Source: an optimization exercise on an open RTL-to-GDS flow (aim: small area, a short achievable clock period and few clock cycles per item). Production flows keep margins and buffers that such runs may drop.
Function was checked by simulation only, so behaviour that the tests miss may differ from the original.
Power and IR drop assume default switching activity. The clock port is modelled as an ideal driver; clocking choices that lean on that would not hold on a real chip.

$ cat flow/config.mk
export PLATFORM = sky130hd
export DESIGN_NAME = instr_mem_fetch
export DESIGN_NICKNAME = instr_mem_fetch
export VERILOG_FILES = /design/flow/design.v
export SDC_FILE = /design/flow/constraint.sdc
export NUM_CORES = 4
export LEC_CHECK = 0
export CAP_MARGIN = 20
export CORE_MARGIN = 2
export CORE_UTILIZATION = 65
export SETUP_SLACK_MARGIN = 1.0
export SLEW_MARGIN = 20
export SYNTH_HIERARCHICAL = 1
export SYNTH_MINIMUM_KEEP_SIZE = 0
$ cat flow/constraint.sdc
create_clock -name core_clock -period 3.3 [get_ports {clk}]
set_input_delay 0.6600 -clock core_clock [delete_from_list [all_inputs] [get_ports {clk}]]
set_output_delay 0.6600 -clock core_clock [all_outputs]
set_load 0.01 [all_outputs]
$ cat flow/design.v
module imf_aoi22 (
  input  logic s0, d0, s1, d1,
  output logic yn
);
  assign yn = ~((s0 & d0) | (s1 & d1));
endmodule
module imf_a21oi (
  input  logic a, b, c,
  output logic yn
);
  assign yn = ~((a & b) | c);
endmodule
module imf_nand #(
  parameter int N = 4
) (
  input  logic [N-1:0] a,
  output logic         y
);
  assign y = ~(&a);
endmodule
module imf_nor #(
  parameter int N = 2
) (
  input  logic [N-1:0] a,
  output logic         y
);
  assign y = ~(|a);
endmodule
module imf_ao32 (
  input  logic [31:0] sel,
  input  logic [31:0] d,
  output logic        y
);
  logic [15:0] l1;    
  logic [3:0]  l2;    
  logic [1:0]  l3;    
  for (genvar g = 0; g < 16; g++) begin : g_l1
    imf_aoi22 u (.s0(sel[2*g]), .d0(d[2*g]), .s1(sel[2*g+1]), .d1(d[2*g+1]), .yn(l1[g]));
  end
  for (genvar g = 0; g < 4; g++) begin : g_l2
    imf_nand #(.N(4)) u (.a(l1[4*g +: 4]), .y(l2[g]));
  end
  for (genvar g = 0; g < 2; g++) begin : g_l3
    imf_nor #(.N(2)) u (.a(l2[2*g +: 2]), .y(l3[g]));
  end
  imf_nand #(.N(2)) u_l4 (.a(l3), .y(y));
endmodule
module imf_ao4k (
  input  logic [3:0] sel,
  input  logic [3:0] d,
  input  logic       kill,
  output logic       y
);
  logic [1:0] l1;     
  imf_aoi22 u_l1_0 (.s0(sel[0]), .d0(d[0]), .s1(sel[1]), .d1(d[1]), .yn(l1[0]));
  imf_aoi22 u_l1_1 (.s0(sel[2]), .d0(d[2]), .s1(sel[3]), .d1(d[3]), .yn(l1[1]));
  imf_a21oi u_l2 (.a(l1[0]), .b(l1[1]), .c(kill), .yn(y));
endmodule
module imf_sel2 #(
  parameter int NA = 4,
  parameter int NB = 8
) (
  input  logic [NA-1:0]    pa,
  input  logic [NB-1:0]    pb,
  output logic [NA*NB-1:0] sel
);
  always_comb begin
    for (int i = 0; i < NA * NB; i++) sel[i] = pa[i % NA] & pb[i / NA];
  end
endmodule
module instr_mem_fetch #(
  parameter int                DATA_W = 16,
  parameter int                ADDR_W = 16,
  parameter int                DEPTH  = 128,
  parameter logic [DATA_W-1:0] NOP    = '0
) (
  input  logic              clk,
  input  logic              rst_n,
  input  logic              ld_start,
  input  logic              ld_valid,
  input  logic [DATA_W-1:0] ld_data,
  input  logic              ld_last,
  output logic              ld_ovf,
  output logic              running,
  input  logic              req_valid,
  input  logic [ADDR_W-1:0] req_addr,
  output logic              req_ready,
  output logic              rsp_valid,
  output logic [DATA_W-1:0] rsp_instr,
  output logic [ADDR_W-1:0] rsp_addr,
  output logic              rsp_err,
  input  logic              rsp_ready
);
  localparam int IDX_W = 7;
  localparam int NL = 4;             
  localparam int NG = DEPTH / NL;    
  logic [DATA_W-1:0] mem [0:DEPTH-1];
  always_ff @(posedge clk) begin
    if (!rst_n || ld_start)                   running <= 1'b0;
    else if (!running && ld_valid && ld_last) running <= 1'b1;
  end
  logic [3:0] wa;      
  logic [3:0] wb;      
  logic [7:0] wc;      
  logic       wfull;   
  logic       ld_accept;
  logic       mem_we;
  logic [7:0] wce;
  logic [NG-1:0]    wgrp;
  logic [DEPTH-1:0] wsel;
  assign ld_accept = ~running & ld_valid & ~ld_start;
  assign mem_we    = rst_n & ld_accept & ~wfull;
  assign wce       = wc & {8{mem_we}};
  imf_sel2 #(.NA(4), .NB(8))  u_wgrp (.pa(wb), .pb(wce), .sel(wgrp));
  imf_sel2 #(.NA(4), .NB(NG)) u_wsel (.pa(wa), .pb(wgrp), .sel(wsel));
  always_ff @(posedge clk) begin
    for (int i = 0; i < DEPTH; i++)
      if (wsel[i]) mem[i] <= ld_data;
  end
  always_ff @(posedge clk) begin
    if (!rst_n || ld_start) begin
      wa     <= 4'b0001;
      wb     <= 4'b0001;
      wc     <= 8'b0000_0001;
      wfull  <= 1'b0;
      ld_ovf <= 1'b0;
    end else if (ld_accept) begin
      if (wfull) begin
        ld_ovf <= 1'b1;
      end else begin
        wa <= {wa[2:0], wa[3]};
        if (wa[3]) wb <= {wb[2:0], wb[3]};
        if (wa[3] && wb[3]) wc <= {wc[6:0], wc[7]};
        if (wa[3] && wb[3] && wc[7]) wfull <= 1'b1;
      end
    end
  end
  logic                s1_v;
  logic [ADDR_W-1:0]   s1_addr;
  logic                s1_err;
  logic [NL-1:0]       s1_lo;                  
  logic [DATA_W-1:0]   s1_word [0:NL-1];       
  logic out_en;
  logic s1_en;
  logic req_fire;
  logic req_in_range;
  logic [3:0]        pb;
  logic [7:0]        pc;
  logic [NL-1:0]     plo;
  logic [NG-1:0]     grp;
  logic [DATA_W-1:0] grp_word [0:NL-1];
  logic [DATA_W-1:0] rd_data;
  assign out_en       = ~rsp_valid | rsp_ready;
  assign s1_en        = ~s1_v | out_en;
  assign req_ready    = running & s1_en;
  assign req_fire     = req_valid & req_ready;
  assign req_in_range = (req_addr[ADDR_W-1:IDX_W] == '0);
  always_comb begin
    for (int i = 0; i < NL; i++) plo[i] = (req_addr[1:0] == 2'(i));
    for (int i = 0; i < 4; i++)  pb[i]  = (req_addr[3:2] == 2'(i));
    for (int i = 0; i < 8; i++)  pc[i]  = (req_addr[6:4] == 3'(i));
  end
  imf_sel2 #(.NA(4), .NB(8)) u_grp (.pa(pb), .pb(pc), .sel(grp));
  for (genvar k = 0; k < NL; k++) begin : g_lane
    for (genvar b = 0; b < DATA_W; b++) begin : g_bit
      logic [NG-1:0] col;
      for (genvar j = 0; j < NG; j++) begin : g_w
        assign col[j] = mem[NL*j+k][b];
      end
      imf_ao32 u_ao (.sel(grp), .d(col), .y(grp_word[k][b]));
    end
  end
  always_ff @(posedge clk) begin
    if (!rst_n || ld_start) s1_v <= 1'b0;
    else if (s1_en)         s1_v <= req_fire;
  end
  always_ff @(posedge clk) begin
    if (req_fire) begin
      s1_addr <= req_addr;
      s1_err  <= ~req_in_range;
      s1_lo   <= plo;
      for (int k = 0; k < NL; k++) s1_word[k] <= grp_word[k];
    end
  end
  for (genvar b = 0; b < DATA_W; b++) begin : g_out
    logic [NL-1:0] d4;
    for (genvar k = 0; k < NL; k++) begin : g_k
      assign d4[k] = s1_word[k][b];
    end
    imf_ao4k u_ao (.sel(s1_lo), .d(d4), .kill(s1_err), .y(rd_data[b]));
  end
  always_ff @(posedge clk) begin
    if (!rst_n || ld_start) rsp_valid <= 1'b0;
    else if (out_en)        rsp_valid <= s1_v;
  end
  always_ff @(posedge clk) begin
    if (out_en && s1_v) begin
      rsp_addr  <= s1_addr;
      rsp_err   <= s1_err;
      rsp_instr <= rd_data;
    end
  end
endmodule
$ cat flow/run.sh
#!/bin/bash
# synth_recipe.tcl (not shown) runs the flow's synth.tcl, then flattens the netlist and writes it again
# the make line also repeats each setting of config.mk as NAME=value (left out here)
make -C /OpenROAD-flow-scripts/flow DESIGN_CONFIG=/design/flow/config.mk WORK_HOME=/design/flow/orfs CLKGATE_MAP_FILE= SYNTH_SCRIPT=/design/flow/synth_recipe.tcl finish
==> results of run 1 <==
## state kept, by name (all words and copies together), names as in the netlist, 4 cells and up
name	count
mem	2048
rsp_addr	16
rsp_instr	16
s1_addr	16
s1_lo	4
s1_word	64
wa	4
wb	4
wc	8
## per-module statistics from Yosys (local to each module, per instance), excerpt
module,cells,flops+latches
imf_a21oi,1,0
instr_mem_fetch,2276,2187
imf_aoi22,1,0
## routing by layer
metal,global-route usage,vias up
li1,-,18700
met1,0.508,23200
met2,0.508,2509
met3,0.0954,327
met4,0.0959,12
met5,0,-
## final timing paths
kind	start	endpoint	slack, ps	depth (start not counted)
max	wfull	mem[118][14]	980	5
min	ld_data[12]	mem[51][12]	150	1
max reg2reg	wfull	mem[118][14]	980	5
min reg2reg	s1_addr[4]	rsp_addr[4]	400	0
## critical path, stage by stage (launching register included)
cell,delay (ps)
dfxtp_1,390
nor4b_4,350
buf_12,190
and3_1,210
and2_1,260
and2_2,520
## cells in the mapped netlist, drive strengths merged
| cell type | count | share of area |
|---|---|---|
| edfxtp | 2166 | 0.78 |
| a22oi | 1056 | 0.16 |
| nand4 | 256 | 0.019 |
| and2 | 194 | 0.016 |
| nor2 | 142 | 0.0064 |
| nand2 | 80 | 0.0036 |
| dfxtp | 21 | 0.0051 |
| a21oi | 20 | 0.0019 |
| mux2i | 14 | 0.0017 |
| clkbuf | 13 | 0.00077 |
| and3 | 10 | 0.00075 |
| nor2b | 7 | 0.00053 |
| nor3b | 4 | 0.00036 |
| buf | 3 | 0.00026 |
| and3b | 2 | 0.00021 |
| nand2b | 2 | 0.00015 |
| nand3 | 2 | 0.00012 |
| nor3 | 2 | 0.00012 |
| a211o | 1 | 0.00011 |
| a31oi | 1 | 0.000075 |
| a41oi | 1 | 0.00011 |
| inv | 1 | 0.000045 |
| nor4 | 1 | 0.000075 |
| nor4b | 1 | 0.00029 |
## cell type report
cell class                 count  share of cell area
clock buffer                 268              0.0565
tap                         1662              0.0210
multi-input combinational   1796               0.180
clock inverter               118             0.00969
sequential                  2187               0.662
antenna                        1           0.0000253
timing repair buffer         562              0.0704
inverter                       1           0.0000380
## kinds of logic (layout without fill, tap and decap cells)
family                 after synthesis  in the layout  share of synthesized area
muxes                               14             14                    0.00169
AOI/OAI and AO/OA                 1079           1079                      0.161
other                                0              1                          0
buffers and inverters               17            949                    0.00107
and+or+nand+nor                    703            703                     0.0476
DFF                               2187           2187                      0.788
## through the flow
step	setup slack (ps)	setup TNS [ps]	power, mW	instances
4_1_cts	1010	0	55.6	6578
3_5_place_dp	-332	-5970	33.0	6191
3_3_place_gp	-323	-4290	33.0	6189
2_1_floorplan	727	0	31.8	4000
6_report	981	0	55.4	6595
5_1_grt	937	0	56.7	6594
## report_power, final
part           total, mW  switching, mW  internal (mW)
sequential          30.6         0.0304           30.6
combinational       1.91           1.37          0.548
clock               22.9           9.98           12.9
## what timing repair did
action | in CTS | in global routing
pin swaps | 2 | 6
resized for setup | 99 | 31
setup endpoints to repair | 331 | 490
buffers inserted | 1 | 16
## layout by cell type, fill, tap and decap left out, drive strengths merged, types with 4 or more instances in the layout
master / n
edfxtp: 2166
a22oi: 1056
buf: 504
clkbuf: 272
nand4: 256
and2: 194
nor2: 142
clkinv: 94
nand2: 80
dlygate4sd2: 30
dfxtp: 21
a21oi: 20
clkdlybuf4s50: 17
mux2i: 14
bufinv: 13
and3: 10
inv: 8
clkdlybuf4s15: 7
nor2b: 7
nor3b: 4
clkinvlp: 4
==> out/metrics.cfg, run 1 <==
[flow_run]
drv_cap = 0

[clock_network]
htreeDepth = 4
numCtsBuffers = 208
clk_path_buf_depth = 3
numClockSinks = 2187
cts_tree = done
clk_latency_ps = 820
ctsHoldBuffers = 0
cts_root_buffer = clkbuf_16
path_clk_slew_ps = 60

[layout]
fillCellCount = 6788
post-route-util = 0.777
finalInstanceArea_um2 = 98900
layout-drive-gt1-share = 0.421
multi_input_area_um2 = 17800
finalNetCount = 4795
regArea_um2 = 65500
syn2layout_area_growth_pct = 19.1

[route]
wl_met3_um = 26000
dr_wl_met2_um = 101000
ant_nets = 0
met1_length_um = 88800
drt-pass1-iter-count = 6
num_vias = 44700
drc = 0
highest_layer = met5
avgViaCountPerCell = 6.78
drt-initial-drc-count = 6118
wire_per_inst_um = 33.6
wl_um = 222000

[placed_design]
gp_congestion = 0.868
io_buffers = 75
placed_area_um2 = 92100
dp_hpwl_um = 145000

[power]
powerDensity_nw_per_um2 = 560
static-leakage-power_nw = 30.4
irDropWorstVdd_mv = 0.572

[logic_synthesis]
synth_nets = 4039
synth-seq-area-share = 0.788
ys_ff_latch = 2187
ys_types = 29
synth_cells = 4000
syn_area_um2 = 83000
ys_warn_count = 14
syn_avg_cell_area_um2 = 20.8

[timing]
finalHoldViolCount = 0
final.period_utilization = 0.703
worst_pin_slew_ps = 1070
finalSetupViolCount = 0
fin_hold_ws_ps = 149
fin_crit_ps = 2320
skew_ps = 23.5
drv_slew = 0
rsz0062_at_grt = true
fmax_mhz = 431
slew_headroom = 0.286

[min_path]
hold_path.class = in2reg

[worst_setup_path]
crit_type = reg2reg
path_max_fanout = 16
worst_setup_path_start_kind = flop
cp-end-kind = flop
critical_path_arrival_ps = 2760
worstPathRequired_ps = 3740

[floorplanning]
rows = 131
die_height_um = 361
dieWidth_um = 361
io_pins = 76
initial_core_util = 0.653
coreArea_um2 = 127000
dieArea_um2 = 131000

[global_route]
grt_pass1_wl_um = 315000
overflow = 0
grt_start_max_net_pins = 107
grt_use_total = 0.343
antenna_found_initial = 10
grt_pass1_vias = 43500

[status]
status = complete, no violations

Testbench counts, summed over its fixed seeds: cycles 29,198, items 24,000.
==> inputs of run 2 (changes only) <==
--- a/flow/design.v
+++ b/flow/design.v
@@ -56,4 +56,14 @@
   imf_aoi22 u_l1_1 (.s0(sel[2]), .d0(d[2]), .s1(sel[3]), .d1(d[3]), .yn(l1[1]));
   imf_a21oi u_l2 (.a(l1[0]), .b(l1[1]), .c(kill), .yn(y));
+endmodule
+module imf_hold #(
+  parameter int W = 1
+) (
+  input  logic         en,
+  input  logic [W-1:0] d,
+  input  logic [W-1:0] q,
+  output logic [W-1:0] y
+);
+  assign y = en ? d : q;
 endmodule
 module imf_sel2 #(
@@ -96,42 +106,46 @@
   localparam int NG = DEPTH / NL;    
   logic [DATA_W-1:0] mem [0:DEPTH-1];
-  always_ff @(posedge clk) begin
-    if (!rst_n || ld_start)                   running <= 1'b0;
-    else if (!running && ld_valid && ld_last) running <= 1'b1;
-  end
-  logic [3:0] wa;      
-  logic [3:0] wb;      
-  logic [7:0] wc;      
-  logic       wfull;   
-  logic       ld_accept;
-  logic       mem_we;
-  logic [7:0] wce;
-  logic [NG-1:0]    wgrp;
-  logic [DEPTH-1:0] wsel;
+  logic running_n;
+  assign running_n = rst_n & ~ld_start & (running | (ld_valid & ld_last));
+  always_ff @(posedge clk) running <= running_n;
+  logic [NL-1:0]     wa;
+  logic [NG-1:0]     wg;
+  logic              wfull;
+  logic              wr_q;
+  logic [DATA_W-1:0] wd_q;
+  logic              ld_accept;
+  logic              mem_we;
+  logic              last_slot;
+  logic [NL-1:0]     wae;
+  logic [DEPTH-1:0]  wsel;
   assign ld_accept = ~running & ld_valid & ~ld_start;
   assign mem_we    = rst_n & ld_accept & ~wfull;
-  assign wce       = wc & {8{mem_we}};
-  imf_sel2 #(.NA(4), .NB(8))  u_wgrp (.pa(wb), .pb(wce), .sel(wgrp));
-  imf_sel2 #(.NA(4), .NB(NG)) u_wsel (.pa(wa), .pb(wgrp), .sel(wsel));
+  assign last_slot = wg[NG-1] & (wr_q ? wa[NL-2] : wa[NL-1]);
+  always_ff @(posedge clk) begin
+    wr_q <= mem_we;
+    if (mem_we) wd_q <= ld_data;
+  end
+  assign wae = wa & {NL{wr_q}};
+  imf_sel2 #(.NA(NL), .NB(NG)) u_wsel (.pa(wae), .pb(wg), .sel(wsel));
   always_ff @(posedge clk) begin
     for (int i = 0; i < DEPTH; i++)
-      if (wsel[i]) mem[i] <= ld_data;
+      if (wsel[i]) mem[i] <= wd_q;
   end
   always_ff @(posedge clk) begin
     if (!rst_n || ld_start) begin
-      wa     <= 4'b0001;
-      wb     <= 4'b0001;
-      wc     <= 8'b0000_0001;
+      wa <= NL'(1);
+      wg <= NG'(1);
+    end else if (wr_q) begin
+      wa <= {wa[NL-2:0], wa[NL-1]};
+      if (wa[NL-1]) wg <= {wg[NG-2:0], wg[NG-1]};
+    end
+  end
+  always_ff @(posedge clk) begin
+    if (!rst_n || ld_start) begin
       wfull  <= 1'b0;
       ld_ovf <= 1'b0;
     end else if (ld_accept) begin
-      if (wfull) begin
-        ld_ovf <= 1'b1;
-      end else begin
-        wa <= {wa[2:0], wa[3]};
-        if (wa[3]) wb <= {wb[2:0], wb[3]};
-        if (wa[3] && wb[3]) wc <= {wc[6:0], wc[7]};
-        if (wa[3] && wb[3] && wc[7]) wfull <= 1'b1;
-      end
+      if (wfull)          ld_ovf <= 1'b1;
+      else if (last_slot) wfull  <= 1'b1;
     end
   end
@@ -151,7 +165,11 @@
   logic [DATA_W-1:0] grp_word [0:NL-1];
   logic [DATA_W-1:0] rd_data;
+  logic rdy_q;
+  logic run2_q;
+  logic s1_v_n;
+  logic rsp_valid_n;
   assign out_en       = ~rsp_valid | rsp_ready;
   assign s1_en        = ~s1_v | out_en;
-  assign req_ready    = running & s1_en;
+  assign req_ready    = rdy_q | (run2_q & rsp_ready);
   assign req_fire     = req_valid & req_ready;
   assign req_in_range = (req_addr[ADDR_W-1:IDX_W] == '0);
@@ -171,7 +189,11 @@
     end
   end
-  always_ff @(posedge clk) begin
-    if (!rst_n || ld_start) s1_v <= 1'b0;
-    else if (s1_en)         s1_v <= req_fire;
+  assign s1_v_n      = rst_n & ~ld_start & (s1_en ? req_fire : s1_v);
+  assign rsp_valid_n = rst_n & ~ld_start & (out_en ? s1_v : rsp_valid);
+  always_ff @(posedge clk) begin
+    s1_v      <= s1_v_n;
+    rsp_valid <= rsp_valid_n;
+    run2_q    <= running_n & running;
+    rdy_q     <= running_n & running & ~(s1_v_n & rsp_valid_n);
   end
   always_ff @(posedge clk) begin
@@ -190,14 +212,16 @@
     imf_ao4k u_ao (.sel(s1_lo), .d(d4), .kill(s1_err), .y(rd_data[b]));
   end
-  always_ff @(posedge clk) begin
-    if (!rst_n || ld_start) rsp_valid <= 1'b0;
-    else if (out_en)        rsp_valid <= s1_v;
-  end
-  always_ff @(posedge clk) begin
-    if (out_en && s1_v) begin
-      rsp_addr  <= s1_addr;
-      rsp_err   <= s1_err;
-      rsp_instr <= rd_data;
-    end
-  end
-endmodule
+  logic              out_ld;
+  logic [ADDR_W-1:0] rsp_addr_d;
+  logic              rsp_err_d;
+  logic [DATA_W-1:0] rsp_instr_d;
+  assign out_ld = out_en & s1_v;
+  imf_hold #(.W(ADDR_W)) u_hold_addr  (.en(out_ld), .d(s1_addr), .q(rsp_addr),  .y(rsp_addr_d));
+  imf_hold #(.W(1))      u_hold_err   (.en(out_ld), .d(s1_err),  .q(rsp_err),   .y(rsp_err_d));
+  imf_hold #(.W(DATA_W)) u_hold_instr (.en(out_ld), .d(rd_data), .q(rsp_instr), .y(rsp_instr_d));
+  always_ff @(posedge clk) begin
+    rsp_addr  <= rsp_addr_d;
+    rsp_err   <= rsp_err_d;
+    rsp_instr <= rsp_instr_d;
+  end
+endmodule
==> flow/flow/run.sh (new file) <==
#!/bin/bash
# Layout: the standard ORFS flow (standard.sh) with three make settings:
#  - port buffers use buf_4 (the default pick is a delay cell),
#  - the resizer may swap cells across footprints (so it can size those),
#  - CTS without dummy loads.
# All output goes to flow_make.log in this folder; ORFS keeps its per-step
# logs under orfs/logs.
set -euo pipefail
bash standard.sh \
  "MATCH_CELL_FOOTPRINT=0" \
  "BUFFER_PORTS_ARGS=-buffer_cell sky130_fd_sc_hd__buf_4" \
  "CTS_ARGS=-sink_clustering_enable -repair_clock_nets -dont_use_dummy_load" \
  finish > flow_make.log 2>&1
==> flow/standard.sh (new file) <==
#!/bin/bash
# synth_recipe.tcl (not shown) runs the flow's synth.tcl, then flattens the netlist and writes it again
# the make line also repeats each setting of config.mk as NAME=value (left out here)
make -C /OpenROAD-flow-scripts/flow DESIGN_CONFIG=/design/flow/config.mk WORK_HOME=/design/flow/orfs CLKGATE_MAP_FILE= SYNTH_SCRIPT=/design/flow/synth_recipe.tcl "${@:-finish}"
--- a/flow/config.mk
+++ b/flow/config.mk
@@ -9,5 +9,5 @@
 export CORE_MARGIN = 2
 export CORE_UTILIZATION = 65
-export SETUP_SLACK_MARGIN = 1.0
+export SETUP_SLACK_MARGIN = 1.2
 export SLEW_MARGIN = 20
 export SYNTH_HIERARCHICAL = 1
removed: flow/run.sh
==> run 2 against run 1 <==
Against the previous run: area after synthesis rose by 1.4%; first-iteration DRC count rose by 2.1%; clock skew rose by 11 ps; die area rose by 1.4%; clock power fell by 11%; critical path depth rose by 6; wire length barely moved; critical path type is now in2reg.
==> out/metrics.cfg, run 2 <==
[placed_design]
io_buffers = 75  ; unchanged
gp_congestion = 0.835  ; -3.8%
placed_area_um2 = 89600  ; -2.8%
dp_cells = 6176  ; -0.24%
place_ws_ps = -41.1  ; +291 ps
dp_hpwl_um = 130000  ; -10%

[layout]
multi_input_area_um2 = 18400  ; +3.2%
syn2layout_area_growth_pct = 14.1
finalInstanceArea_um2 = 96000  ; -2.9%
regMostFlops = mem
layout_commonest_cell = edfxtp_1
layout-drive-gt1-share = 0.401  ; -0.0199
final_cell_mix = edfxtp_1, a22oi_2, buf_4
fillCellCount = 7415  ; +9.2%
regArea_um2 = 66100  ; +0.94%
largestRegisters = mem (2048), s1_word (64), wg (32)
stdcell_count = 6494  ; -1.5%
finalNetCount = 4791  ; -0.083%
largest_reg_flops = 2048  ; unchanged

[floorplanning]
io_pins = 76  ; unchanged
dieArea_um2 = 132000  ; +1.4%
die_height_um = 364  ; +0.69%
initial_core_util = 0.653  ; about the same
dieWidth_um = 364  ; +0.69%
coreArea_um2 = 129000  ; +1.4%
rows = 132  ; +0.76%

[worst_setup_path]
worst_setup_path_start_kind = primary input
cp.depth = 11  ; +6
path_max_fanout = 8  ; -8
path_cells = buf_4 > nor2b_4 > buf_12 > buf_4 > and2_4 > buf_16 > buf_6 > a22oi_2 > nand4_1 > nor2_1 > nand2_1
crit_type = in2reg
critPathTopFamily = simple AND/OR/NAND/NOR gates
worstPathRequired_ps = 3840  ; +100 ps
reg2regPathDepth = 3  ; -2
cp_slowest_stage_delay_ps = 390  ; -130 ps
worst-path-buf-inv = 5  ; +4
cp-end-kind = flop
cpMostUsedCell = buf_4
critPathSlowestCell = nor2_1
critical_path_arrival_ps = 2720  ; -40 ps

[global_route]
grt_pass1_vias = 42700  ; -1.9%
grt_pass1_wl_um = 310000  ; -1.5%
overflow = 0  ; unchanged
grt_use_total = 0.333  ; -0.00992
antenna_found_initial = 9  ; -1
grt_start_max_net_pins = 129  ; +21%

[logic_synthesis]
synth_nets = 4158  ; +2.9%
synth_enable_flop_cells = 2149  ; -0.78%
synth-seq-area-share = 0.785  ; -0.00364
syn_avg_cell_area_um2 = 20.4  ; -1.5%
ys_ff_latch = 2226  ; +1.8%
yosysTopAreaCellShare = 0.766  ; -0.0169
syn_area_um2 = 84200  ; +1.4%
ys_types = 33  ; +14%
yosysMostFrequentCell = edfxtp_1
synth_cells = 4119  ; +3.0%
yosysTopAreaCell = edfxtp_1
synth_ff_type = edfxtp_1
ys_warn_count = 14  ; unchanged
synthTopCellsByArea = edfxtp_1, a22oi_2, nand4_1
synth_common_cells = edfxtp_1, a22oi_2, nand4_1, nor2_1, nand2_1
async_reset_ff_frac = 0  ; unchanged

[flow_run]
drv_cap = 0  ; unchanged

[clock_network]
numClockSinks = 2226  ; +1.8%
path_clk_slew_ps = 60  ; about the same
htreeDepth = 4  ; unchanged
clk_latency_ps = 820  ; about the same
numCtsBuffers = 211  ; +1.4%
clk_path_buf_depth = 3  ; unchanged
cts_root_buffer = clkbuf_16
cts_tree = done

[route]
wl_um = 222000  ; about the same
ant_nets = 0  ; unchanged
drt-pass1-iter-count = 5  ; -1
avgViaCountPerCell = 6.87  ; +1.4%
drt-initial-drc-count = 6246  ; +2.1%
num_vias = 44600  ; -0.18%
wire_per_inst_um = 34.2  ; +1.6%
drc = 0  ; unchanged

[power]
static-leakage-power_nw = 29.1  ; -4.4%
powerDensity_nw_per_um2 = 553  ; -1.4%
irDropWorstVdd_mv = 0.584  ; +2.1%

[timing]
fin_crit_ps = 2180  ; -139 ps
rsz0062_at_grt = true
final.period_utilization = 0.661  ; -0.0421
finalWorstSetupSlack_ps = 1120  ; +139 ps
worst_pin_slew_ps = 1130  ; +56.8 ps
slew_headroom = 0.248  ; -0.0379
finalSetupViolCount = 0  ; unchanged
skew_ps = 34.5  ; +11.0 ps
fin_hold_ws_ps = 59.2  ; -89.7 ps
drv_slew = 0  ; unchanged
fmax_mhz = 459  ; +6.4%
finalSetupTns_ps = 0  ; unchanged
finalHoldViolCount = 0  ; unchanged

[status]
status = complete, no violations

[min_path]
hold_depth = 1  ; unchanged
hold_path.class = in2reg

[run 2: cell count changes after synthesis, sizes merged, moves of 14 or more]
cell    change
a21oi      +34
and2       -26
dfxtp      +56
edfxtp     -17
mux2       +34
mux2i      -14
nand2      +53
[run 2: layout make-up]
| type | count | share of cell area |
|---|---|---|
| sequential | 2226 | 0.688 |
| clock buffer | 211 | 0.0550 |
| inverter | 4 | 0.000248 |
| antenna | 2 | 0.0000521 |
| multi-input combinational | 1877 | 0.192 |
| timing repair buffer | 432 | 0.0424 |
| tap | 1742 | 0.0227 |
[run 2: modules after synthesis, one instance, submodules excluded, a selection]
module,cells inside,copies in the design,area [um^2]
imf_aoi22,1,1056,12.5
imf_a21oi,1,16,8.76
instr_mem_fetch,2390,1,66900
[run 2: layer usage]
metal	vias to the layer above	GRT usage	part of all wire	routed length, um
met1	23100	0.508	0.41	90400
met4	8	0.0945	0.029	6480
met3	350	0.0680	0.11	23400
li1	18600	-	-	-
met2	2526	0.494	0.46	101000
met5	-	0.0160	0.0015	342
[run 2: power by group]
group          switching (mW)  total, mW  internal, mW
Clock                    9.22       20.3          11.1
Combinational            1.17       1.81         0.636
Sequential             0.0733       30.9          30.9
Total                    10.5       53.1          42.6
[run 2: worst reg2reg max path, delay by kind of cell, from the launching register on]
kind,cells,cell delay [ps]
AO/OA/AOI/OAI,2,740
multiplexers,1,230
flip-flops,1,1060
[run 2: kinds of logic (layout without fill, tap and decap cells)]
family,after synthesis,after routing,share of synthesized area
AO/OA/AOI/OAI,1113,1113,0.161
buffers and inverters,30,647,0.00248
flip-flops,2226,2226,0.785
multiplexers,34,34,0.00548
other,0,2,0
AND/OR/NAND/NOR,716,730,0.0463
[run 2: stage by stage]
stage,utilization,power (mW)
after floorplan,-,32.3
after detailed placement,0.694,33.2
after global routing,0.745,54.3
after global placement,0.694,33.1
final,0.745,53.1
after CTS,0.739,53.2
[run 2: worst paths after layout]
check             slack, ps         start             end
setup / recovery       1120   req_addr[3]  s1_word[2][15]
hold / removal           60  req_addr[13]     s1_addr[13]
setup reg to reg       1230      s1_lo[3]    rsp_instr[7]
hold reg to reg         460    s1_addr[2]     rsp_addr[2]
[run 2: what timing repair did]
item | CTS | global route
buffers inserted | 3 | 67
hold buffers | 19 | 0
pin swaps | 8 | 23
endpoints found under the hold margin | 19 | 0
gates resized for setup | 45 | 38
setup endpoints to repair | 227 | 192
gates cloned | 7 | 9
Testbench counts of run 2, summed over its fixed seeds: cycles 29,206, items 24,000.
==> inputs of run 3 (changes only) <==
==> flow/flow/run.sh (replaced) <==
#!/bin/bash
# Layout: the standard ORFS flow (standard.sh) with three make settings:
#  - port buffers use buf_4 (the default pick is a delay cell),
#  - the resizer may swap cells across footprints (so it can size those),
#  - CTS without dummy loads and with larger sink clusters (fewer buffers).
# All output goes to flow_make.log in this folder; ORFS keeps its per-step
# logs under orfs/logs.
set -euo pipefail
bash standard.sh \
  "MATCH_CELL_FOOTPRINT=0" \
  "BUFFER_PORTS_ARGS=-buffer_cell sky130_fd_sc_hd__buf_4" \
  "CTS_ARGS=-sink_clustering_enable -repair_clock_nets -dont_use_dummy_load -sink_clustering_size 30 -sink_clustering_max_diameter 100" \
  finish > flow_make.log 2>&1
==> run 3 against run 2 <==
Against the previous run: critical path depth fell by 1; maximum frequency grew 0.43%; worst setup slack better by 9.3 ps; synthesized cell count unchanged; global-route usage is 0.074 points higher; sequential power barely moved; non-clock buffer count fell by 15; clock skew up 26 ps; largest power group unchanged.
==> out/metrics.cfg, run 3 <==
[status]
status = complete, no violations

[power]
p_clk_frac = 0.276  ; -0.107
power_mw = 45.2  ; -15%
seqPwrFrac = 0.684  ; +0.101
power_frac_comb = 0.040  ; +0.006
static-leakage-power_nw = 27.5  ; -5.4%
p_sw_mw = 9.10  ; -13%
powerDensity_nw_per_um2 = 486  ; -12%
p_sw_frac = 0.202  ; +0.00443
irDropWorstVdd_mv = 0.464  ; -20%
p_int_mw = 36.1  ; -15%

[logic_synthesis]
yosysTopAreaCell = edfxtp_1
synth_enable_flop_cells = 2149  ; unchanged
syn_avg_cell_area_um2 = 20.4  ; unchanged
ys_ff_latch = 2226  ; unchanged
syn_area_um2 = 84200  ; unchanged
yosysTopAreaCellShare = 0.766  ; unchanged
synth_cells = 4119  ; unchanged
synth-compound-area-share = 0.161  ; unchanged
synth_top_family_by_area = compound AO/OA/AOI/OAI gates
async_reset_ff_frac = 0  ; unchanged
synthXorXnorAreaFrac = 0  ; unchanged
synth-simple-area-share = 0.0463  ; unchanged
synth_mux_area_frac = 0.00548  ; unchanged
synth_common_cells = edfxtp_1, a22oi_2, nand4_1, nor2_1, nand2_1
ys_types = 33  ; unchanged
synth_ff_type = edfxtp_1
synth_nets = 4158  ; unchanged
ys_warn_count = 14  ; unchanged
synth-seq-area-share = 0.785  ; unchanged
synthTopCellsByArea = edfxtp_1, a22oi_2, nand4_1
synthAdderAreaFrac = 0  ; unchanged
yosysMostFrequentCell = edfxtp_1

[timing]
finalSetupViolCount = 0  ; unchanged
slew_headroom = 0.220  ; -0.0278
final.period_utilization = 0.658  ; -0.00282
worst_pin_slew_ps = 1170  ; +41.8 ps
finalHoldViolCount = 0  ; unchanged
skew_ps = 60.4  ; +25.9 ps
drv_slew = 0  ; unchanged
fmax_mhz = 461  ; +0.43%
fin_crit_ps = 2170  ; -9.32 ps
rsz0062_at_grt = true
fin_hold_ws_ps = 95.8  ; +36.6 ps

[route]
ant_nets = 0  ; unchanged
drt-pass1-iter-count = 5  ; unchanged
drt-initial-drc-count = 6527  ; +4.5%
wl_um = 221000  ; -0.50%
avgViaCountPerCell = 6.92  ; +0.61%
drc = 0  ; unchanged
wire_per_inst_um = 34.7  ; +1.6%
num_vias = 44000  ; -1.5%

[global_route]
top_usage_layer = met1
grt_use_met3 = 0.0510  ; -0.0169
antenna_found_initial = 5  ; -4
use_met1 = 0.513  ; +0.00566
grt_start_max_net_pins = 129  ; unchanged
grt_pass1_wl_um = 310000  ; about the same
grt_pass1_vias = 41700  ; -2.2%
grt_use_total = 0.334  ; +0.000738
overflow = 0  ; unchanged
grt_use_met2 = 0.506  ; +0.0124

[layout]
regMostFlops = mem
syn2layout_area_growth_pct = 10.3
layout_commonest_cell = edfxtp_1
layout-drive-gt1-share = 0.389  ; -0.0119
finalNetCount = 4653  ; -2.9%
largest_reg_flops = 2048  ; unchanged
final_cell_mix = edfxtp_1, a22oi_2, buf_4
stdcell_count = 6358  ; -2.1%
largestRegisters = mem (2048), s1_word (64), wg (32)

[worst_setup_path]
crit_type = in2reg
critical_path_arrival_ps = 2650  ; -70 ps
worst_setup_path_start_kind = primary input
path_max_fanout = 33  ; +25
worstPathRequired_ps = 3780  ; -60 ps
cp-end-kind = flop

[clock_network]
htreeDepth = 3  ; -1
numClockSinks = 2226  ; unchanged
cts_tree = done
numCtsBuffers = 84  ; -60%
path_clk_slew_ps = 110  ; +50 ps
cts_root_buffer = clkbuf_16
ctsHoldBuffers = 0  ; -19
clk_path_buf_depth = 3  ; unchanged
clk_latency_ps = 740  ; -80 ps

[floorplanning]
dieWidth_um = 364  ; unchanged
rows = 132  ; unchanged
initial_core_util = 0.653  ; unchanged
io_pins = 76  ; unchanged
coreArea_um2 = 129000  ; unchanged
dieArea_um2 = 132000  ; unchanged
die_height_um = 364  ; unchanged

[min_path]
hold_path.class = in2reg

[flow_run]
drv_cap = 0  ; unchanged

[placed_design]
gp_congestion = 0.835  ; unchanged
dp_hpwl_um = 130000  ; unchanged
io_buffers = 75  ; unchanged
dp_cells = 6176  ; unchanged

run 3: logic make-up (layout without fill, tap and decap cells):
kind of cell / count (synthesis) / after routing
buffers and inverters: 30 / 505
DFF: 2226 / 2226
AOI/OAI and AO/OA: 1113 / 1113
and+or+nand+nor: 716 / 734
muxes: 34 / 34
other: 0 / 4
run 3: timing repair:
action | CTS | global route
cloned | 19 | 1
resized for setup | 55 | 48
endpoints found under the hold margin | 0 | 0
pin swaps | 18 | 32
setup buffers | 37 | 37
setup endpoints to repair | 220 | 156
run 3: power by group through the flow:
stage / sequential, mW / combinational, mW / clock (mW)
final: 30.9 / 1.81 / 12.5
after global routing: 30.9 / 1.90 / 13.4
after CTS: 30.9 / 1.74 / 12.6
after detailed placement: 31.5 / 1.65 / 0
after global placement: 31.5 / 1.63 / 0
after floorplan: 31.6 / 0.670 / 0
run 3: Yosys stat by module (local to each module, per instance), excerpt:
module,flops+latches,area (um^2)
imf_a21oi,0,8.76
imf_aoi22,0,12.5
instr_mem_fetch,2226,66900
run 3: path summary, 6_finish.rpt:
| check | depth (start not counted) | end | start | slack [ps] |
|---|---|---|---|---|
| max reg2reg | 3 | rsp_instr[7] | s1_lo[3] | 1240 |
| min reg2reg | 1 | rsp_addr[15] | s1_addr[15] | 480 |
| max | 10 | s1_word[3][1] | req_addr[2] | 1130 |
| min | 1 | wd_q[5] | ld_data[5] | 100 |
run 3: worst max-delay path: stages:
cell and delay (ps):
buf_4 150, nor2_4 80, buf_4 170, buf_4 160
and2_4 180, buf_12 190, a22oi_2 230, nand4_1 300
nor2_4 360, nand2_1 110
run 3: routing by layer:
metal / up-vias / share of wire
li1: 18300 / -
met2: 2375 / 0.46
met4: 0 / 0.028
met5: - / 0
met1: 23000 / 0.41
met3: 297 / 0.099
run 3: layout make-up:
type | count | area, um^2
diodes | 4 | 10.0
clock buffers | 84 | 2100
fillers | 7819 | 36100
inverters | 4 | 23.8
multi-input cells | 1881 | 18500
flip-flops and latches | 2226 | 66100
well taps | 1742 | 2180
repair buffers | 417 | 4050
run 3: stage by stage:
| step | instance area, um^2 | TNS (ps) | util | setup slack, ps |
|---|---|---|---|---|
| after floorplan | 84400 | 0 | - | 722 |
| after global placement | 89600 | -42.7 | 0.694 | -42.7 |
| after detailed placement | 89600 | -41.1 | 0.694 | -41.1 |
| after CTS | 92400 | 0 | 0.716 | 1140 |
| after global routing | 92900 | 0 | 0.720 | 1120 |
| final | 92900 | 0 | 0.720 | 1130 |
==> inputs of run 4 (changes only) <==
--- a/flow/design.v
+++ b/flow/design.v
@@ -118,4 +118,5 @@
   logic              last_slot;
   logic [NL-1:0]     wae;
+  logic [NL-1:0]     wae_q;
   logic [DEPTH-1:0]  wsel;
   assign ld_accept = ~running & ld_valid & ~ld_start;
@@ -126,5 +127,7 @@
     if (mem_we) wd_q <= ld_data;
   end
-  assign wae = wa & {NL{wr_q}};
+  always_ff @(posedge clk)
+    wae_q <= {NL{mem_we}} & (wr_q ? {wa[NL-2:0], wa[NL-1]} : wa);
+  assign wae = wae_q;
   imf_sel2 #(.NA(NL), .NB(NG)) u_wsel (.pa(wae), .pb(wg), .sel(wsel));
   always_ff @(posedge clk) begin
@@ -150,4 +153,5 @@
     end
   end
+  localparam int RW = 1 + ADDR_W + DATA_W;    
   logic                s1_v;
   logic [ADDR_W-1:0]   s1_addr;
@@ -155,6 +159,6 @@
   logic [NL-1:0]       s1_lo;                  
   logic [DATA_W-1:0]   s1_word [0:NL-1];       
-  logic out_en;
-  logic s1_en;
+  logic                sk_v;
+  logic [RW-1:0]       sk_q;
   logic req_fire;
   logic req_in_range;
@@ -165,12 +169,19 @@
   logic [DATA_W-1:0] grp_word [0:NL-1];
   logic [DATA_W-1:0] rd_data;
-  logic rdy_q;
-  logic run2_q;
-  logic s1_v_n;
-  logic rsp_valid_n;
-  assign out_en       = ~rsp_valid | rsp_ready;
-  assign s1_en        = ~s1_v | out_en;
-  assign req_ready    = rdy_q | (run2_q & rsp_ready);
-  assign req_fire     = req_valid & req_ready;
+  logic          rdy_q;
+  logic          take;
+  logic          s1_mv;
+  logic          out_ld;
+  logic          sk_ld;
+  logic          s1_v_n;
+  logic          sk_v_n;
+  logic          rsp_valid_n;
+  logic [RW-1:0] s1_res;
+  logic [RW-1:0] out_q;
+  logic [RW-1:0] out_new;
+  logic [RW-1:0] out_d;
+  logic [RW-1:0] sk_d;
+  assign req_ready    = rdy_q;
+  assign req_fire     = req_valid & rdy_q;
   assign req_in_range = (req_addr[ADDR_W-1:IDX_W] == '0);
   always_comb begin
@@ -189,11 +200,16 @@
     end
   end
-  assign s1_v_n      = rst_n & ~ld_start & (s1_en ? req_fire : s1_v);
-  assign rsp_valid_n = rst_n & ~ld_start & (out_en ? s1_v : rsp_valid);
+  assign take   = rsp_valid & rsp_ready;
+  assign s1_mv  = s1_v & (~sk_v | take);          
+  assign out_ld = ~rsp_valid | take;              
+  assign sk_ld  = rsp_valid & ~(take ^ sk_v);     
+  assign s1_v_n      = rst_n & ~ld_start & (req_fire | (s1_v & ~s1_mv));
+  assign rsp_valid_n = rst_n & ~ld_start & (out_ld ? (sk_v | s1_v) : 1'b1);
+  assign sk_v_n      = rst_n & ~ld_start & (sk_ld ? s1_v : (sk_v & ~take));
   always_ff @(posedge clk) begin
     s1_v      <= s1_v_n;
     rsp_valid <= rsp_valid_n;
-    run2_q    <= running_n & running;
-    rdy_q     <= running_n & running & ~(s1_v_n & rsp_valid_n);
+    sk_v      <= sk_v_n;
+    rdy_q     <= running_n & running & ~(s1_v_n & sk_v_n);
   end
   always_ff @(posedge clk) begin
@@ -212,16 +228,12 @@
     imf_ao4k u_ao (.sel(s1_lo), .d(d4), .kill(s1_err), .y(rd_data[b]));
   end
-  logic              out_ld;
-  logic [ADDR_W-1:0] rsp_addr_d;
-  logic              rsp_err_d;
-  logic [DATA_W-1:0] rsp_instr_d;
-  assign out_ld = out_en & s1_v;
-  imf_hold #(.W(ADDR_W)) u_hold_addr  (.en(out_ld), .d(s1_addr), .q(rsp_addr),  .y(rsp_addr_d));
-  imf_hold #(.W(1))      u_hold_err   (.en(out_ld), .d(s1_err),  .q(rsp_err),   .y(rsp_err_d));
-  imf_hold #(.W(DATA_W)) u_hold_instr (.en(out_ld), .d(rd_data), .q(rsp_instr), .y(rsp_instr_d));
-  always_ff @(posedge clk) begin
-    rsp_addr  <= rsp_addr_d;
-    rsp_err   <= rsp_err_d;
-    rsp_instr <= rsp_instr_d;
-  end
-endmodule
+  assign s1_res  = {s1_err, s1_addr, rd_data};
+  assign out_q   = {rsp_err, rsp_addr, rsp_instr};
+  assign out_new = sk_v ? sk_q : s1_res;
+  imf_hold #(.W(RW)) u_hold_out (.en(out_ld), .d(out_new), .q(out_q), .y(out_d));
+  imf_hold #(.W(RW)) u_hold_sk  (.en(sk_ld),  .d(s1_res),  .q(sk_q),  .y(sk_d));
+  always_ff @(posedge clk) begin
+    {rsp_err, rsp_addr, rsp_instr} <= out_d;
+    sk_q <= sk_d;
+  end
+endmodule
--- a/flow/flow/run.sh
+++ b/flow/flow/run.sh
@@ -1,4 +1,7 @@
 #!/bin/bash
-# Layout: the standard ORFS flow (standard.sh) with three make settings:
+# Layout: the standard ORFS flow (standard.sh) with these make settings:
+#  - ABC maps for a light load (ABC_LOAD_IN_FF=1), so the many small read
+#    and write gates come out at drive strength 1; the resizer sizes up the
+#    ones on critical paths,
 #  - port buffers use buf_4 (the default pick is a delay cell),
 #  - the resizer may swap cells across footprints (so it can size those),
@@ -8,4 +11,5 @@
 set -euo pipefail
 bash standard.sh \
+  "ABC_LOAD_IN_FF=1" \
   "MATCH_CELL_FOOTPRINT=0" \
   "BUFFER_PORTS_ARGS=-buffer_cell sky130_fd_sc_hd__buf_4" \
==> run 4 against run 3 <==
Against the previous run: maximum frequency shrank 0.51%; die area fell by 4.2%; clock power hardly changed; sequential cell count rose by 37; utilization decreased by 0.092 points; area after synthesis shrank 4.2%; wire length up 2.3%; highest routed layer is now met5.
==> out/metrics.cfg, run 4 <==
[floorplanning]
coreArea_um2 = 123000  ; -4.3%
dieWidth_um = 356  ; -2.1%
dieArea_um2 = 127000  ; -4.2%
io_pins = 76  ; unchanged
initial_core_util = 0.653  ; about the same
rows = 129  ; -2.3%
die_height_um = 356  ; -2.1%

[global_route]
grt_pass1_vias = 42100  ; +0.88%
overflow = 0  ; unchanged
grt_start_max_net_pins = 129  ; unchanged
grt_use_total = 0.353  ; +0.0195
antenna_found_initial = 7  ; +2
grt_pass1_wl_um = 315000  ; +1.3%

[layout]
syn2layout_area_growth_pct = 10.1
finalInstanceArea_um2 = 88800  ; -4.4%
largest_reg_flops = 2048  ; unchanged
regArea_um2 = 66800  ; +1.1%
finalNetCount = 4711  ; +1.2%
layout_commonest_cell = edfxtp_1
regMostFlops = mem
multi_input_area_um2 = 14200  ; -23%
final_cell_mix = edfxtp_1, a22oi_1, buf_4
largestRegisters = mem (2048), s1_word (64), sk_q (33)
layout-drive-gt1-share = 0.159  ; -0.230
fillCellCount = 7557  ; -3.4%

[timing]
fmax_mhz = 458  ; -0.51%
finalSetupViolCount = 0  ; unchanged
finalHoldViolCount = 0  ; unchanged
worst_pin_slew_ps = 1100  ; -64.4 ps
fin_crit_ps = 2180  ; +11.1 ps
final.period_utilization = 0.661  ; +0.00337
skew_ps = 53.7  ; -6.70 ps
rsz0062_at_grt = true
slew_headroom = 0.263  ; +0.0430
fin_hold_ws_ps = 111  ; +15.0 ps
finalWorstSetupSlack_ps = 1120  ; -11.1 ps
drv_slew = 0  ; unchanged

[logic_synthesis]
yosysTopAreaCell = edfxtp_1
synth_ff_type = edfxtp_1
synthTopCellsByArea = edfxtp_1, a22oi_1, dfxtp_1
synthXorXnorAreaFrac = 0  ; unchanged
synth_enable_flop_cells = 2149  ; unchanged
synth-seq-area-share = 0.828  ; +0.0437
ys_ff_latch = 2263  ; +1.7%
synthAdderAreaFrac = 0.000155  ; +0.000155
synth_common_cells = edfxtp_1, a22oi_1, nand4_1, nor2_1, nand2_1
synth_top_family_by_area = compound AO/OA/AOI/OAI gates
synth_nets = 4280  ; +2.9%
syn_area_um2 = 80700  ; -4.2%
yosysMostFrequentCell = edfxtp_1
async_reset_ff_frac = 0  ; unchanged
synth_cells = 4240  ; +2.9%
synth-simple-area-share = 0.0484  ; +0.00209
yosysTopAreaCellShare = 0.800  ; +0.0337
ys_warn_count = 14  ; unchanged
synth_mux_area_frac = 0.0170  ; +0.0115
syn_avg_cell_area_um2 = 19.0  ; -6.9%
ys_types = 37  ; +12%
synth-compound-area-share = 0.102  ; -0.0590

[clock_network]
cts_tree = done
path_clk_slew_ps = 110  ; about the same
htreeDepth = 3  ; unchanged
numCtsBuffers = 85  ; +1.2%
clk_path_buf_depth = 3  ; unchanged
ctsHoldBuffers = 0  ; unchanged
clk_latency_ps = 720  ; -20 ps
numClockSinks = 2263  ; +1.7%
cts_root_buffer = clkbuf_16

[worst_setup_path]
cpMostUsedCell = buf_6
critPathSlowestCell = nor2_4
worst_setup_path_start_kind = primary input
cp_slowest_stage_delay_ps = 370  ; about the same
path_cells = buf_6 > nor3b_1 > buf_4 > buf_12 > and2_4 > buf_6 > a22oi_2 > nand4_1 > nor2_4 > nand2_1
path_max_fanout = 9  ; -73%
worstPathRequired_ps = 3760  ; -20 ps
cp-end-kind = flop
critical_path_arrival_ps = 2640  ; about the same
crit_type = in2reg

[power]
static-leakage-power_nw = 27.5  ; +0.18%
irDropWorstVdd_mv = 0.487  ; +4.8%
powerDensity_nw_per_um2 = 510  ; +5.0%

[placed_design]
io_buffers = 75  ; unchanged
dp_hpwl_um = 131000  ; +0.54%
gp_congestion = 0.889  ; +6.5%
place_ws_ps = -66.9  ; -25.8 ps
placed_area_um2 = 85600  ; -4.4%

[min_path]
hold_path.class = in2reg

[route]
num_vias = 45300  ; +3.1%
avgViaCountPerCell = 7.18  ; +3.8%
ant_nets = 0  ; unchanged
drt-pass1-iter-count = 6  ; +1
wire_per_inst_um = 35.8  ; +3.1%
wl_um = 226000  ; +2.3%
drt-initial-drc-count = 7736  ; +19%
drc = 0  ; unchanged

[flow_run]
drv_cap = 0  ; unchanged

[status]
status = complete, no violations

[run 4: cell types whose count changed after synthesis, sizes merged, moves of 3 or more]
cell / delta
mux2: +65
dfxtp: +37
buf: +9
nor2: +6
and2: -4
mux2i: +3
[run 4: area by class of cell]
type | count | share of cell area
repair buffers | 360 | 0.0407
clock buffers | 85 | 0.0240
multi-input cells | 1956 | 0.160
inverters | 5 | 0.000211
well taps | 1637 | 0.0231
flip-flops and latches | 2263 | 0.752
diodes | 4 | 0.000113
[run 4: worst max-delay path: cells and delay by family]
kind            cells  cell delay [ps]
simple gates        5             1180
buf+inv             4              620
compound gates      1              140
[run 4: cell families after synthesis]
family / count (synthesis)
adders and majority gates: 1
and+or+nand+nor: 718
AOI/OAI and AO/OA: 1114
buffers and inverters: 42
muxes: 102
DFF: 2263
[run 4: final timing paths]
check	slack [ps]	endpoint	start	depth (start not counted)
max	1120	s1_word[0][12]	req_addr[4]	10
min	110	wd_q[10]	ld_data[10]	1
max reg2reg	1210	rsp_instr[14]	s1_lo[2]	5
min reg2reg	500	sk_q[30]	sk_q[30]	1
[run 4: repair_timing]
item | in CTS | in global routing
buffers inserted | 18 | 15
setup endpoints to repair | 252 | 61
cloned | 17 | 7
pin swaps | 22 | 36
gates resized for setup | 71 | 75
[run 4: routing by layer]
layer,global-route usage,share of wire,vias up
li1,-,-,18600
met1,0.531,0.38,23400
met2,0.549,0.47,2919
met3,0.0536,0.11,333
met4,0.103,0.033,6
met5,0,0.00012,-
[run 4: through the flow]
step	total power [mW]	setup TNS, ps	util	std cells
after CTS	45.3	0	0.715	6284
after floorplan	32.5	0	-	4240
final	45.3	0	0.719	6310
after global routing	46.3	0	0.719	6306
after global placement	33.2	-65.1	0.693	6164
after detailed placement	33.2	-66.9	0.693	6164
[run 4: where the power goes]
| group | total [mW] | internal (mW) | switching [mW] |
|---|---|---|---|
| Combinational | 1.48 | 0.440 | 1.04 |
| Clock | 12.6 | 4.67 | 7.94 |
| Sequential | 31.3 | 31.2 | 0.0396 |
| Total | 45.3 | 36.3 | 9.01 |
[run 4: per-module statistics from Yosys (local to each module, per instance), a selection]
module / flip-flops and latches / area (um^2) / cells inside / copies in the design
instr_mem_fetch: 2263 / 68100 / 2474 / 1
imf_aoi22: 0 / 7.51 / 1 / 1056
imf_a21oi: 0 / 5.00 / 1 / 16
Testbench counts of run 4, summed over its fixed seeds: cycles 29,206, items 24,000.
==> inputs of run 5 (changes only) <==
--- a/flow/design.v
+++ b/flow/design.v
@@ -4,10 +4,4 @@
 );
   assign yn = ~((s0 & d0) | (s1 & d1));
-endmodule
-module imf_a21oi (
-  input  logic a, b, c,
-  output logic yn
-);
-  assign yn = ~((a & b) | c);
 endmodule
 module imf_nand #(
@@ -46,15 +40,4 @@
   imf_nand #(.N(2)) u_l4 (.a(l3), .y(y));
 endmodule
-module imf_ao4k (
-  input  logic [3:0] sel,
-  input  logic [3:0] d,
-  input  logic       kill,
-  output logic       y
-);
-  logic [1:0] l1;     
-  imf_aoi22 u_l1_0 (.s0(sel[0]), .d0(d[0]), .s1(sel[1]), .d1(d[1]), .yn(l1[0]));
-  imf_aoi22 u_l1_1 (.s0(sel[2]), .d0(d[2]), .s1(sel[3]), .d1(d[3]), .yn(l1[1]));
-  imf_a21oi u_l2 (.a(l1[0]), .b(l1[1]), .c(kill), .yn(y));
-endmodule
 module imf_hold #(
   parameter int W = 1
@@ -66,4 +49,15 @@
 );
   assign y = en ? d : q;
+endmodule
+module imf_wmux #(
+  parameter int W = 16
+) (
+  input  logic         we,
+  input  logic         hold,
+  input  logic [W-1:0] d,
+  input  logic [W-1:0] q,
+  output logic [W-1:0] y
+);
+  assign y = ({W{we}} & d) | ({W{hold}} & q);
 endmodule
 module imf_sel2 #(
@@ -131,7 +125,12 @@
   assign wae = wae_q;
   imf_sel2 #(.NA(NL), .NB(NG)) u_wsel (.pa(wae), .pb(wg), .sel(wsel));
-  always_ff @(posedge clk) begin
-    for (int i = 0; i < DEPTH; i++)
-      if (wsel[i]) mem[i] <= wd_q;
+  for (genvar i = 0; i < DEPTH; i++) begin : g_word
+    logic [DATA_W-1:0] word_d;
+    logic hold;
+    assign hold = ~wsel[i];
+    for (genvar b = 0; b < DATA_W; b++) begin : g_bit
+      imf_wmux #(.W(1)) u_wmux (.we(wsel[i]), .hold(hold), .d(wd_q[b]), .q(mem[i][b]), .y(word_d[b]));
+    end
+    always_ff @(posedge clk) mem[i] <= word_d;
   end
   always_ff @(posedge clk) begin
@@ -153,5 +152,4 @@
     end
   end
-  localparam int RW = 1 + ADDR_W + DATA_W;    
   logic                s1_v;
   logic [ADDR_W-1:0]   s1_addr;
@@ -160,5 +158,4 @@
   logic [DATA_W-1:0]   s1_word [0:NL-1];       
   logic                sk_v;
-  logic [RW-1:0]       sk_q;
   logic req_fire;
   logic req_in_range;
@@ -168,5 +165,4 @@
   logic [NG-1:0]     grp;
   logic [DATA_W-1:0] grp_word [0:NL-1];
-  logic [DATA_W-1:0] rd_data;
   logic          rdy_q;
   logic          take;
@@ -177,9 +173,4 @@
   logic          sk_v_n;
   logic          rsp_valid_n;
-  logic [RW-1:0] s1_res;
-  logic [RW-1:0] out_q;
-  logic [RW-1:0] out_new;
-  logic [RW-1:0] out_d;
-  logic [RW-1:0] sk_d;
   assign req_ready    = rdy_q;
   assign req_fire     = req_valid & rdy_q;
@@ -221,19 +212,51 @@
     end
   end
+  localparam int AW = 1 + ADDR_W;              
+  logic          sel_sk;      
+  logic          sel_s1;      
+  logic          sel_q;       
+  logic [NL-1:0] sel_lane;    
+  logic [NL-1:0] sk_lane;     
+  logic          sk_hold;     
+  assign sel_sk   = out_ld & sk_v;
+  assign sel_s1   = out_ld & ~sk_v;
+  assign sel_q    = ~out_ld;
+  assign sel_lane = s1_lo & {NL{sel_s1 & ~s1_err}};
+  assign sk_lane  = s1_lo & {NL{sk_ld & ~s1_err}};
+  assign sk_hold  = ~sk_ld;
+  logic [DATA_W-1:0] sk_instr;
+  logic [AW-1:0]     sk_ae;
+  logic [DATA_W-1:0] out_instr_d;
+  logic [DATA_W-1:0] sk_instr_d;
+  logic [AW-1:0]     out_ae_d;
+  logic [AW-1:0]     sk_ae_d;
+  logic [AW-1:0]     s1_ae;
+  logic [AW-1:0]     out_ae;
   for (genvar b = 0; b < DATA_W; b++) begin : g_out
-    logic [NL-1:0] d4;
-    for (genvar k = 0; k < NL; k++) begin : g_k
-      assign d4[k] = s1_word[k][b];
-    end
-    imf_ao4k u_ao (.sel(s1_lo), .d(d4), .kill(s1_err), .y(rd_data[b]));
-  end
-  assign s1_res  = {s1_err, s1_addr, rd_data};
-  assign out_q   = {rsp_err, rsp_addr, rsp_instr};
-  assign out_new = sk_v ? sk_q : s1_res;
-  imf_hold #(.W(RW)) u_hold_out (.en(out_ld), .d(out_new), .q(out_q), .y(out_d));
-  imf_hold #(.W(RW)) u_hold_sk  (.en(sk_ld),  .d(s1_res),  .q(sk_q),  .y(sk_d));
-  always_ff @(posedge clk) begin
-    {rsp_err, rsp_addr, rsp_instr} <= out_d;
-    sk_q <= sk_d;
-  end
-endmodule
+    logic [2:0] t;
+    logic [2:0] u;
+    imf_aoi22 u_t0 (.s0(sel_lane[0]), .d0(s1_word[0][b]), .s1(sel_lane[1]), .d1(s1_word[1][b]), .yn(t[0]));
+    imf_aoi22 u_t1 (.s0(sel_lane[2]), .d0(s1_word[2][b]), .s1(sel_lane[3]), .d1(s1_word[3][b]), .yn(t[1]));
+    imf_aoi22 u_t2 (.s0(sel_sk), .d0(sk_instr[b]), .s1(sel_q), .d1(rsp_instr[b]), .yn(t[2]));
+    imf_nand #(.N(3)) u_t (.a(t), .y(out_instr_d[b]));
+    imf_aoi22 u_u0 (.s0(sk_lane[0]), .d0(s1_word[0][b]), .s1(sk_lane[1]), .d1(s1_word[1][b]), .yn(u[0]));
+    imf_aoi22 u_u1 (.s0(sk_lane[2]), .d0(s1_word[2][b]), .s1(sk_lane[3]), .d1(s1_word[3][b]), .yn(u[1]));
+    imf_nand #(.N(2)) u_u2 (.a({sk_hold, sk_instr[b]}), .y(u[2]));
+    imf_nand #(.N(3)) u_u (.a(u), .y(sk_instr_d[b]));
+  end
+  assign s1_ae  = {s1_err, s1_addr};
+  assign out_ae = {rsp_err, rsp_addr};
+  for (genvar b = 0; b < AW; b++) begin : g_out_ae
+    logic [1:0] t;
+    imf_aoi22 u_t0 (.s0(sel_sk), .d0(sk_ae[b]), .s1(sel_s1), .d1(s1_ae[b]), .yn(t[0]));
+    imf_nand #(.N(2)) u_t1 (.a({sel_q, out_ae[b]}), .y(t[1]));
+    imf_nand #(.N(2)) u_t (.a(t), .y(out_ae_d[b]));
+  end
+  imf_hold #(.W(AW)) u_hold_sk (.en(sk_ld), .d(s1_ae), .q(sk_ae), .y(sk_ae_d));
+  always_ff @(posedge clk) begin
+    rsp_instr           <= out_instr_d;
+    {rsp_err, rsp_addr} <= out_ae_d;
+    sk_instr            <= sk_instr_d;
+    sk_ae               <= sk_ae_d;
+  end
+endmodule
--- a/flow/config.mk
+++ b/flow/config.mk
@@ -9,5 +9,5 @@
 export CORE_MARGIN = 2
 export CORE_UTILIZATION = 65
-export SETUP_SLACK_MARGIN = 1.2
+export SETUP_SLACK_MARGIN = 1.3
 export SLEW_MARGIN = 20
 export SYNTH_HIERARCHICAL = 1
==> run 5 against run 4 <==
Against the previous run: global-route usage increased by 8.8 points; combinational power decreased by about 10%; utilization increased by 1.7 points; count of clock-buffer cells in the layout unchanged; via count increased by 46%; clock power about the same; die area decreased by 3.1%; final cell count increased by 36%; sequential power decreased by about 10%; critical path depth decreased by 2; critical path type unchanged; critical endpoint is now s1_word[1][13].
==> out/metrics.cfg, run 5 <==
[logic_synthesis]
synth-seq-area-share = 0.593  ; -0.236
synth_common_cells = dfxtp_1, a22o_1, a22oi_1, nand4_1, nand2_1
ys_ff_latch = 2263  ; unchanged
yosysTopAreaCell = dfxtp_1
yosysTopAreaCellShare = 0.554  ; -0.246
synth_nets = 6505  ; +52%
yosysMostFrequentCell = dfxtp_1
synth_ff_type = dfxtp_1
ys_warn_count = 14  ; unchanged
ys_types = 36  ; -2.7%
syn_area_um2 = 78100  ; -3.1%
synth_cells = 6465  ; +52%
async_reset_ff_frac = 0  ; unchanged
synth_enable_flop_cells = 101  ; -95%
synthTopCellsByArea = dfxtp_1, a22o_1, a22oi_1
syn_avg_cell_area_um2 = 12.1  ; -36%

[layout]
final_cell_mix = dfxtp_1, a22o_1, a22oi_1
largestRegisters = mem (2048), s1_word (64), wg (32)
largest_reg_flops = 2048  ; unchanged
layout-drive-gt1-share = 0.126  ; -0.0328
regMostFlops = mem
finalInstanceArea_um2 = 88100  ; -0.83%
layout_commonest_cell = dfxtp_1
finalNetCount = 7021  ; +49%
syn2layout_area_growth_pct = 12.7

[timing]
worst_pin_slew_ps = 1070  ; -31.6 ps
drv_slew = 0  ; unchanged
final.period_utilization = 0.642  ; -0.0187
fin_hold_ws_ps = 95.3  ; -15.5 ps
finalHoldViolCount = 0  ; unchanged
finalSetupTns_ps = 0  ; unchanged
rsz0062_at_grt = true
fmax_mhz = 472  ; +2.9%
fin_crit_ps = 2120  ; -61.7 ps
skew_ps = 44.8  ; -8.92 ps
finalWorstSetupSlack_ps = 1180  ; +61.7 ps
finalSetupViolCount = 0  ; unchanged
slew_headroom = 0.284  ; +0.0211

[power]
irDropWorstVdd_mv = 0.519  ; +6.6%
p_clk_frac = 0.304  ; +0.026
powerDensity_nw_per_um2 = 481  ; -5.8%
p_sw_frac = 0.220  ; +0.0207
p_sw_mw = 9.30  ; +3.1%
power_frac_comb = 0.031  ; -0.002
seqPwrFrac = 0.664  ; -0.025
p_int_mw = 33.0  ; -9.0%
static-leakage-power_nw = 33.2  ; +20%

[global_route]
grt_use_total = 0.441  ; +0.0878
grt_pass1_wl_um = 408000  ; +30%
overflow = 0  ; unchanged
grt_start_max_net_pins = 129  ; unchanged
grt_pass1_vias = 60300  ; +43%
antenna_found_initial = 11  ; +4

[route]
wl_um = 289000  ; +28%
ant_nets = 0  ; unchanged
drt-initial-drc-count = 11000  ; +42%
num_vias = 66000  ; +46%
wire_per_inst_um = 33.7  ; -6.0%
drt-pass1-iter-count = 7  ; +1
avgViaCountPerCell = 7.68  ; +6.9%
drc = 0  ; unchanged

[floorplanning]
coreArea_um2 = 120000  ; -3.1%
dieArea_um2 = 123000  ; -3.1%
io_pins = 76  ; unchanged
initial_core_util = 0.653  ; about the same
rows = 127  ; -1.6%
die_height_um = 351  ; -1.6%
dieWidth_um = 351  ; -1.6%

[flow_run]
drv_cap = 0  ; unchanged

[clock_network]
numCtsBuffers = 85  ; unchanged
clk_latency_ps = 730  ; about the same
path_clk_slew_ps = 110  ; about the same
cts_tree = done
clk_path_buf_depth = 3  ; unchanged
htreeDepth = 3  ; unchanged
numClockSinks = 2263  ; unchanged
cts_root_buffer = clkbuf_16

[worst_setup_path]
crit_type = in2reg
critical_path_arrival_ps = 2600  ; -40 ps
cp-end-kind = flop
cp_slowest_stage_delay_ps = 360  ; about the same
path_cells = buf_6 > and2_2 > and2_4 > buf_12 > a22oi_1 > nand4_1 > nor2_4 > nand2_1
critPathSlowestCell = and2_2
path_max_fanout = 32  ; +23
worstPathRequired_ps = 3780  ; +20 ps
worst_setup_path_start_kind = primary input

[min_path]
hold_path.class = in2reg

[placed_design]
place_ws_ps = -61.9  ; +4.97 ps
gp_congestion = 0.928  ; +4.3%
dp_hpwl_um = 162000  ; +24%
io_buffers = 75  ; unchanged
placed_area_um2 = 83000  ; -3.0%

[status]
status = complete, no violations

[run 5: cell families (layout without fill, tap and decap cells)]
kind of cell               Yosys count  in the layout  share of synthesized area
DFF                               2263           2263                      0.593
AOI/OAI and AO/OA                 3207           3207                      0.340
other                                0              6                          0
adders and majority gates            1              1                   0.000160
muxes                               21             21                    0.00344
and+or+nand+nor                    812            848                     0.0551
buffers and inverters              161            639                    0.00858
[run 5: path summary, 6_finish.rpt]
kind / slack (ps) / depth (start not counted) / end / startpoint
max: 1180 / 8 / s1_word[1][13] / req_addr[2]
min: 100 / 1 / wd_q[6] / ld_data[6]
max reg2reg: 1290 / 6 / sk_instr[15] / sk_v
min reg2reg: 460 / 2 / rsp_addr[10] / rsp_addr[10]
[run 5: timing repair]
| action | CTS | global route |
|---|---|---|
| resized for setup | 187 | 206 |
| cloned | 27 | 20 |
| setup buffers | 41 | 61 |
| pin swaps | 38 | 114 |
| hold buffers | 0 | 0 |
| setup endpoints to repair | 489 | 832 |
[run 5: modules after synthesis, one instance, submodules excluded, excerpt]
module	cell area (um^2)	copies in the design	cells inside
imf_aoi22	7.51	1121	1
instr_mem_fetch	47700	1	2575
[run 5: routing by layer]
layer	part of all wire	track usage	vias to the layer above	routed length (um)
met4	0.075	0.254	12	21600
met3	0.14	0.121	1003	40300
met2	0.42	0.641	5026	121000
met5	0.00026	0	-	76
li1	-	-	27500	-
met1	0.37	0.592	32400	106000
[run 5: final cells by class]
type / instances / area, um^2
flip-flops and latches: 2263 / 46400
multi-input cells: 4077 / 32500
fillers: 8408 / 31600
repair buffers: 420 / 4440
clock buffers: 85 / 2130
well taps: 1612 / 2020
inverters: 134 / 556
diodes: 6 / 15.0
[run 5: power by group through the flow]
stage / registers, mW / clock network (mW) / logic (mW)
2_1_floorplan: 28.8 / 0 / 0.479
3_3_place_gp: 28.7 / 0 / 1.05
3_5_place_dp: 28.7 / 0 / 1.08
4_1_cts: 28.1 / 12.8 / 1.17
5_1_grt: 28.2 / 13.7 / 1.34
6_report: 28.1 / 12.9 / 1.33
[run 5: stage by stage]
step / power [mW] / utilization / instances
detailed placement: 29.8 / 0.694 / 8357
global route: 43.2 / 0.736 / 8591
CTS: 42.1 / 0.721 / 8510
global placement: 29.8 / 0.694 / 8357
floorplan: 29.3 / - / 6465
finish: 42.3 / 0.736 / 8597
[run 5: worst max-delay path: cells and delay by family]
| family | cells | cell delay, ps |
|---|---|---|
| buf+inv | 2 | 290 |
| compound gates | 1 | 200 |
| simple gates | 5 | 1400 |
Testbench counts of run 5, summed over its fixed seeds: cycles 29,206, items 24,000.

afterwards: timing with drivers on the ports:
How much do the figures lean on ideal ports? The routed layouts below were timed once more, with nothing changed but the port constraints. Step 1, drivers: a clkbuf_16 drives clk and a buf_2 each remaining input, both assumed. Step 2 moves the port delays by t, midway between the first and last clock arrival at a register: inputs arrive t later, outputs are due t later. That takes back most of the time a late clock gives input paths. a / b / c = no drivers / after step 1 / after step 2; a / b = the first two.
run	t (ns)	setup WS [ns]	worst setup path after step 2
run 1	0.885	0.981 / 0.956 / 0.145	input to register
run 2	0.879	1.120 / 1.169 / 0.298	input to register
run 3	0.788	1.130 / 1.172 / 0.384	input to register
run 4	0.776	1.118 / 1.154 / 0.378	input to register
run 5	0.792	1.180 / 1.210 / 0.418	input to register
After both steps setup and hold are still met in every run listed. For run 1, which loses most, drivers alone change the setup slack by -0.025 ns; drivers and shift together by -0.836 ns.
